Context: an optimization exercise on an open-source flow, tuned for a short achievable clock period and few clock cycles. The choices shown serve that exercise and are no tape-out recipe. Where RTL was checked, it was by simulation tests only, not by an equivalence proof against the original. Power figures rest on the tool's default switching activity, not on a simulated workload.

## cpu_top
module cpu_top (
	input  logic clk,
	input  logic rst_n,
	input  cpu_pkg::nibble_t ef_n,
	input  cpu_pkg::nibble_t rom_din,
	output logic q,
	output logic rom_cs_n,
	output logic rom_sclk,
	output cpu_pkg::nibble_t rom_dout,
	output cpu_pkg::nibble_t rom_oe_n
);
clock: 5.0 ns
lec_check: 0
abc_clock_period_in_ps: 2000
cap_margin: 20
core_margin: 2
core_utilization: 70
cts_cluster_diameter: 60
cts_cluster_size: 30
place_density: 0.78
setup_slack_margin: 3.0
slew_margin: 20
run.sh (not shown) runs the stock make flow with config.mk's settings and CLKGATE_MAP_FILE= SYNTH_SCRIPT=/design/flow/synth_recipe.tcl, a recipe that flattens the netlist after the stock synthesis.
Testbench counts at the start, summed over its fixed seeds: cycles 1,075,645.
Change:
--- a/flow/design.v
+++ b/flow/design.v
@@ -225,15 +225,17 @@
 	logic alu_go2;     
 	cpu_pkg::data_t alu_res, alu_m;
 	logic alu_df, alu_df_we;
 	logic [1:0] rw_cnt;    
 	logic a_inv_d, a_inv_m, a_arith;    
 	logic [1:0] a_lop;
 	logic pwp, e_wp;       
-	logic st_wait, st_ex1, st_ex2, st_fetch, st_fl1, st_apw, st_nxt0, st_wb, st_halt, st_rw;
+	logic pwp_d;           
+	cpu_pkg::addr_t rdt_r;    
+	logic st_wait, st_ex1, st_ex2, st_fetch, st_fl1, st_apw, st_nxt0, st_wb, st_wb2, st_halt, st_rw;
 	logic f_idl, f_br, f_str, f_req, f_seq, f_glo, f_ghi, f_plo, f_phi, f_inc, f_dec;
 	logic f_sep, f_sex, f_shr, f_shl, f_ldop, f_incw, use_x, use_p, use_n, rd;
 	logic f_lda, f_ldxa, f_imm, f_aluop, f_plain, rfast, rp_ram;
 	logic n15, eq_np, a_go, b_go;
 	logic x15, tinc15;
 	logic e_rdf, e_rdr, e_str, e_wb, e_apw, e_glo, e_ghi, e_shr, e_shl, e_seq, e_req;
 	logic e_sex, e_sep, e_brnt, e_fa_s, e_ra_s, e_tinc, e_rwait;
@@ -337,14 +339,15 @@
 		x_eq_p <= x == p;
 		wdat <= ((st_fetch || (st_ex2 && e_wd_tinc)) ? t_inc : 16'h0)
 			| ((st_ex2 && e_wd_sinc) ? s_inc : 16'h0)
 			| ((st_ex2 && e_wd_sdec) ? s_dec : 16'h0)
 			| ((st_ex2 && e_wd_plo) ? {s[15:8], d} : 16'h0)
 			| ((st_ex2 && e_wd_phi) ? {d, s[7:0]} : 16'h0);
 		rwd <= d;
+		rdt_r <= rd_t;
 		if (st_ex1) begin
 			s <= rd_s;
 			a_inv_d <= ir[7:4] == 4'hF && ir[2:0] == 3'd5;
 			a_inv_m <= ir[7:4] == 4'hF && ir[2:0] == 3'd7;
 			a_arith <= ir[7:4] == 4'hF && (ir[2:0] == 3'd4 || ir[2:0] == 3'd5 || ir[2:0] == 3'd7);
 			a_lop <= (ir[7:4] == 4'hF && ir[2:0] >= 3'd1 && ir[2:0] <= 3'd3) ? ir[1:0] : 2'd0;
 		end
@@ -425,14 +428,15 @@
 			st_ex1 <= 1'b0;
 			st_ex2 <= 1'b0;
 			st_fetch <= 1'b1;
 			st_fl1 <= 1'b0;
 			st_apw <= 1'b0;
 			st_nxt0 <= 1'b0;
 			st_wb <= 1'b0;
+			st_wb2 <= 1'b0;
 			st_halt <= 1'b0;
 			st_rw <= 1'b0;
 			t <= 16'h0000;
 			p <= '0;
 			p_oh <= 16'd1;
 			x <= '0;
 			x_oh <= 16'd1;
@@ -442,14 +446,15 @@
 			q <= 1'b0;
 			gone <= 1'b0;
 			exp_opnd <= 1'b0;
 			alu_fl <= 1'b0;
 			alu_go2 <= 1'b0;
 			wsel <= '0;
 			pwp <= 1'b0;
+			pwp_d <= 1'b0;
 			ra_wcol <= '0;
 			rre <= 1'b0;
 		end else begin
 			st_wait <= (st_wait && !opc_ev && !opnd_ev) || st_fetch || (st_ex2 && e_rdf);
 			st_ex1 <= opc_ev;
 			st_ex2 <= st_ex1 && !f_idl;
 			st_halt <= st_halt || (st_ex1 && f_idl);
@@ -459,15 +464,16 @@
 			if (st_ex2)
 				rw_cnt <= e_rwn;
 			else if (st_rw)
 				rw_cnt <= rw_cnt - 2'd1;
 			st_fl1 <= st_wait && opnd_ev;
 			st_apw <= (st_ex2 && e_apw) || (st_apw && !ram_opnd);
 			st_wb <= st_ex2 && e_wb;
-			st_nxt0 <= st_wb;
+			st_wb2 <= st_wb;
+			st_nxt0 <= st_wb2;
 			alu_fl <= opnd_ev && f_ldop;
 			if (opnd_ev)
 				b <= fbyte;
 			alu_go2 <= alu_go;
 			if (alu_go2) begin
 				d <= alu_res;
 				dz <= alu_res == 8'h00;
@@ -477,24 +483,25 @@
 				d <= rdat;
 				dz <= rdat == 8'h00;
 			end
 			if (st_wait && opnd_ev && f_br)
 				t[7:0] <= fbyte;
 			else if (st_apw && ram_opnd && f_br)
 				t[7:0] <= rdat;
-			else if ((st_wait && !opc_ev && !pwp) || st_nxt0)
-				t <= rd_t;
+			else if ((st_wait && !opc_ev && !pwp && !pwp_d) || st_nxt0)
+				t <= rdt_r;
 			else if (st_ex2 && e_sep)
 				t <= s;
 			else if (st_ex2 && (e_brnt || (e_rwait && e_tinc)))
 				t <= t_inc;    
 			else if (st_fetch)
 				t <= t_inc;
 			wsel <= st_ex2 ? e_wsel : st_fetch ? p_oh : 16'h0;
 			pwp <= st_ex2 ? e_wp : st_fetch;
+			pwp_d <= pwp;
 			if (st_ex1)
 				gone <= go || rfast;
 			else if (st_fetch)
 				gone <= 1'b0;
 			else if (st_fl1)
 				gone <= !t[15];
 			else if (st_apw && ram_opnd)
What happened: The new run finished with timing, DRC and antenna clean. Area after synthesis came out higher slightly. Utilization decreases by 1.1 points. Via count goes down slightly. Fmax fell by a few percent. Count of clock-buffer cells in the layout falls by 3. Setup slack got worse by 91 ps. Final cell count falls slightly. Sequential power hardly moves.
For the second run of this note, only the layout was checked, not whether the RTL still works.

* * *

== JK ==
cpu_top, a different RTL version from the one above (not shown whole).
Size in the first run: ~21 I/O pins, about 0.068 mm2 of cells after synthesis.
// cpu_top
module cpu_top (
	input  logic clk,
	input  logic rst_n,
	input  cpu_pkg::nibble_t ef_n,
	input  cpu_pkg::nibble_t rom_din,
	output logic q,
	output logic rom_cs_n,
	output logic rom_sclk,
	output cpu_pkg::nibble_t rom_dout,
	output cpu_pkg::nibble_t rom_oe_n
);
	logic rst;
	always_ff @(posedge clk)
		rst <= !rst_n;
	logic go;
	cpu_pkg::addr_t fa;
	logic ev;
	cpu_pkg::data_t rsel;
	logic [15:0] g_oh;
	logic rv1, rtag1;
	cpu_pkg::data_t fbyte;
	logic [15:0] ra_row;
	logic [7:0] ra_wcol;
	logic [2:0] ra_col;
	logic rre, rrtag, rv, rvtag;
	cpu_pkg::data_t rwd, rdat;
	cpu_core i_core (
		.clk   (clk),
		.rst   (rst),
		.ef_n  (ef_n),
		.q     (q),
		.go    (go),
		.fa    (fa),
		.ev    (ev),
		.fbyte (fbyte),
		.g_oh  (g_oh),
		.ra_row  (ra_row),
		.ra_wcol (ra_wcol),
		.ra_col  (ra_col),
		.rwd   (rwd),
		.rre   (rre),
		.rrtag (rrtag),
		.rdat  (rdat),
		.rv    (rv),
		.rvtag (rvtag)
	);
	qspi_rom_reader i_rom (
		.clk      (clk),
		.rst      (rst),
		.go       (go),
  ...
Settings: LEC_CHECK=0, ABC_CLOCK_PERIOD_IN_PS=2000, CAP_MARGIN=20, CORE_MARGIN=2, CORE_UTILIZATION=70, CTS_CLUSTER_DIAMETER=60, CTS_CLUSTER_SIZE=30, PLACE_DENSITY=0.78, SETUP_SLACK_MARGIN=3.0, SLEW_MARGIN=20; clock period 5.0 ns.
Modified inputs, MS compared to JK
--- a/flow/design.v
+++ b/flow/design.v
@@ -342,18 +342,18 @@
 		x_eq_p <= x == p;
 		wdat <= ((st_fetch || (st_ex2 && e_wd_tinc)) ? t_inc : 16'h0)
 			| ((st_ex2 && e_wd_sinc) ? s_inc : 16'h0)
 			| ((st_ex2 && e_wd_sdec) ? s_dec : 16'h0)
 			| ((st_ex2 && e_wd_plo) ? {s[15:8], d} : 16'h0)
 			| ((st_ex2 && e_wd_phi) ? {d, s[7:0]} : 16'h0);
 		rwd <= d;
 		rdt_r <= rd_t;
+		s <= rd_s;    
 		if (st_ex1) begin
-			s <= rd_s;
 			a_inv_d <= ir[7:4] == 4'hF && ir[2:0] == 3'd5;
 			a_inv_m <= ir[7:4] == 4'hF && ir[2:0] == 3'd7;
 			a_arith <= ir[7:4] == 4'hF && (ir[2:0] == 3'd4 || ir[2:0] == 3'd5 || ir[2:0] == 3'd7);
 			a_lop <= (ir[7:4] == 4'hF && ir[2:0] >= 3'd1 && ir[2:0] <= 3'd3) ? ir[1:0] : 2'd0;
 		end
 		if (opc_ev) begin
 			ir <= ob;
 			f_idl <= o_idl;
==> comparison <==
- The post-synthesis instance total reported for MS is smaller than that of JK by about 0.5%.
- Between MS and JK, the difference in post-layout total power is negligible.
- Clock network latency to the later pin of the worst-skew pair of MS is on par with JK.
- Side by side, global-route usage turned out lower in MS than in JK.
- For the footprint of the multi-input gates, MS came in 1.9% lower than JK did.
- Post-synthesis share of cell area spent on and, or, nand and nor gates: MS vs JK, no meaningful difference
- Compared JK against MS; number of hold violations in the final report within noise.
- Utilization JK -> MS: up
- JK → MS: starting utilization of the core area climbed 0.39 points; multiplexer area fraction after synthesis about even.
- Of MS and JK, it is MS that has the lower wire length of the first global-routing pass.
- MS: area growth from synthesis to final layout higher than JK
Testbench counts of MS, summed over its fixed seeds: cycles 1,075,645.
The RTL of JK was laid out without a check of its function.

[what the ideal ports hide]
No port has a modelled driver above. Below, the same layouts with a new extraction and two added sets of constraints.
Step 1 sets driving cells, clkbuf_16 on the clock port and buf_2 on the other inputs (assumed; they add their load-dependent delay and slew).
Step 2 also shifts input and output timing later by t, the mid clock arrival at the registers, as if the neighbouring blocks saw the same clock.
a / b / c = ideal ports / drivers / drivers and shift; a / b = the first two.
| run | t (ns) | setup WS [ns] | worst hold slack (ns) | worst setup path at the end | clock arrival spread, ns |
|---|---|---|---|---|---|
| the first run of note 1 | 0.795 | 2.764 / 2.694 / 2.817 | 0.345 / 0.345 / 0.345 | register to register | 0.052 / 0.052 |
| the second run of note 1 | 0.803 | 2.673 / 2.599 / 2.822 | 0.333 / 0.333 / 0.333 | input to register | 0.044 / 0.044 |
| JK | 0.812 | 2.674 / 2.674 / 2.674 | 0.343 / 0.343 / 0.343 | register to register | 0.045 / 0.045 |
| MS | 0.819 | 2.791 / 2.721 / 2.799 | 0.327 / 0.327 / 0.327 | register to register | 0.043 / 0.043 |
After both steps every run listed still meets setup and hold.
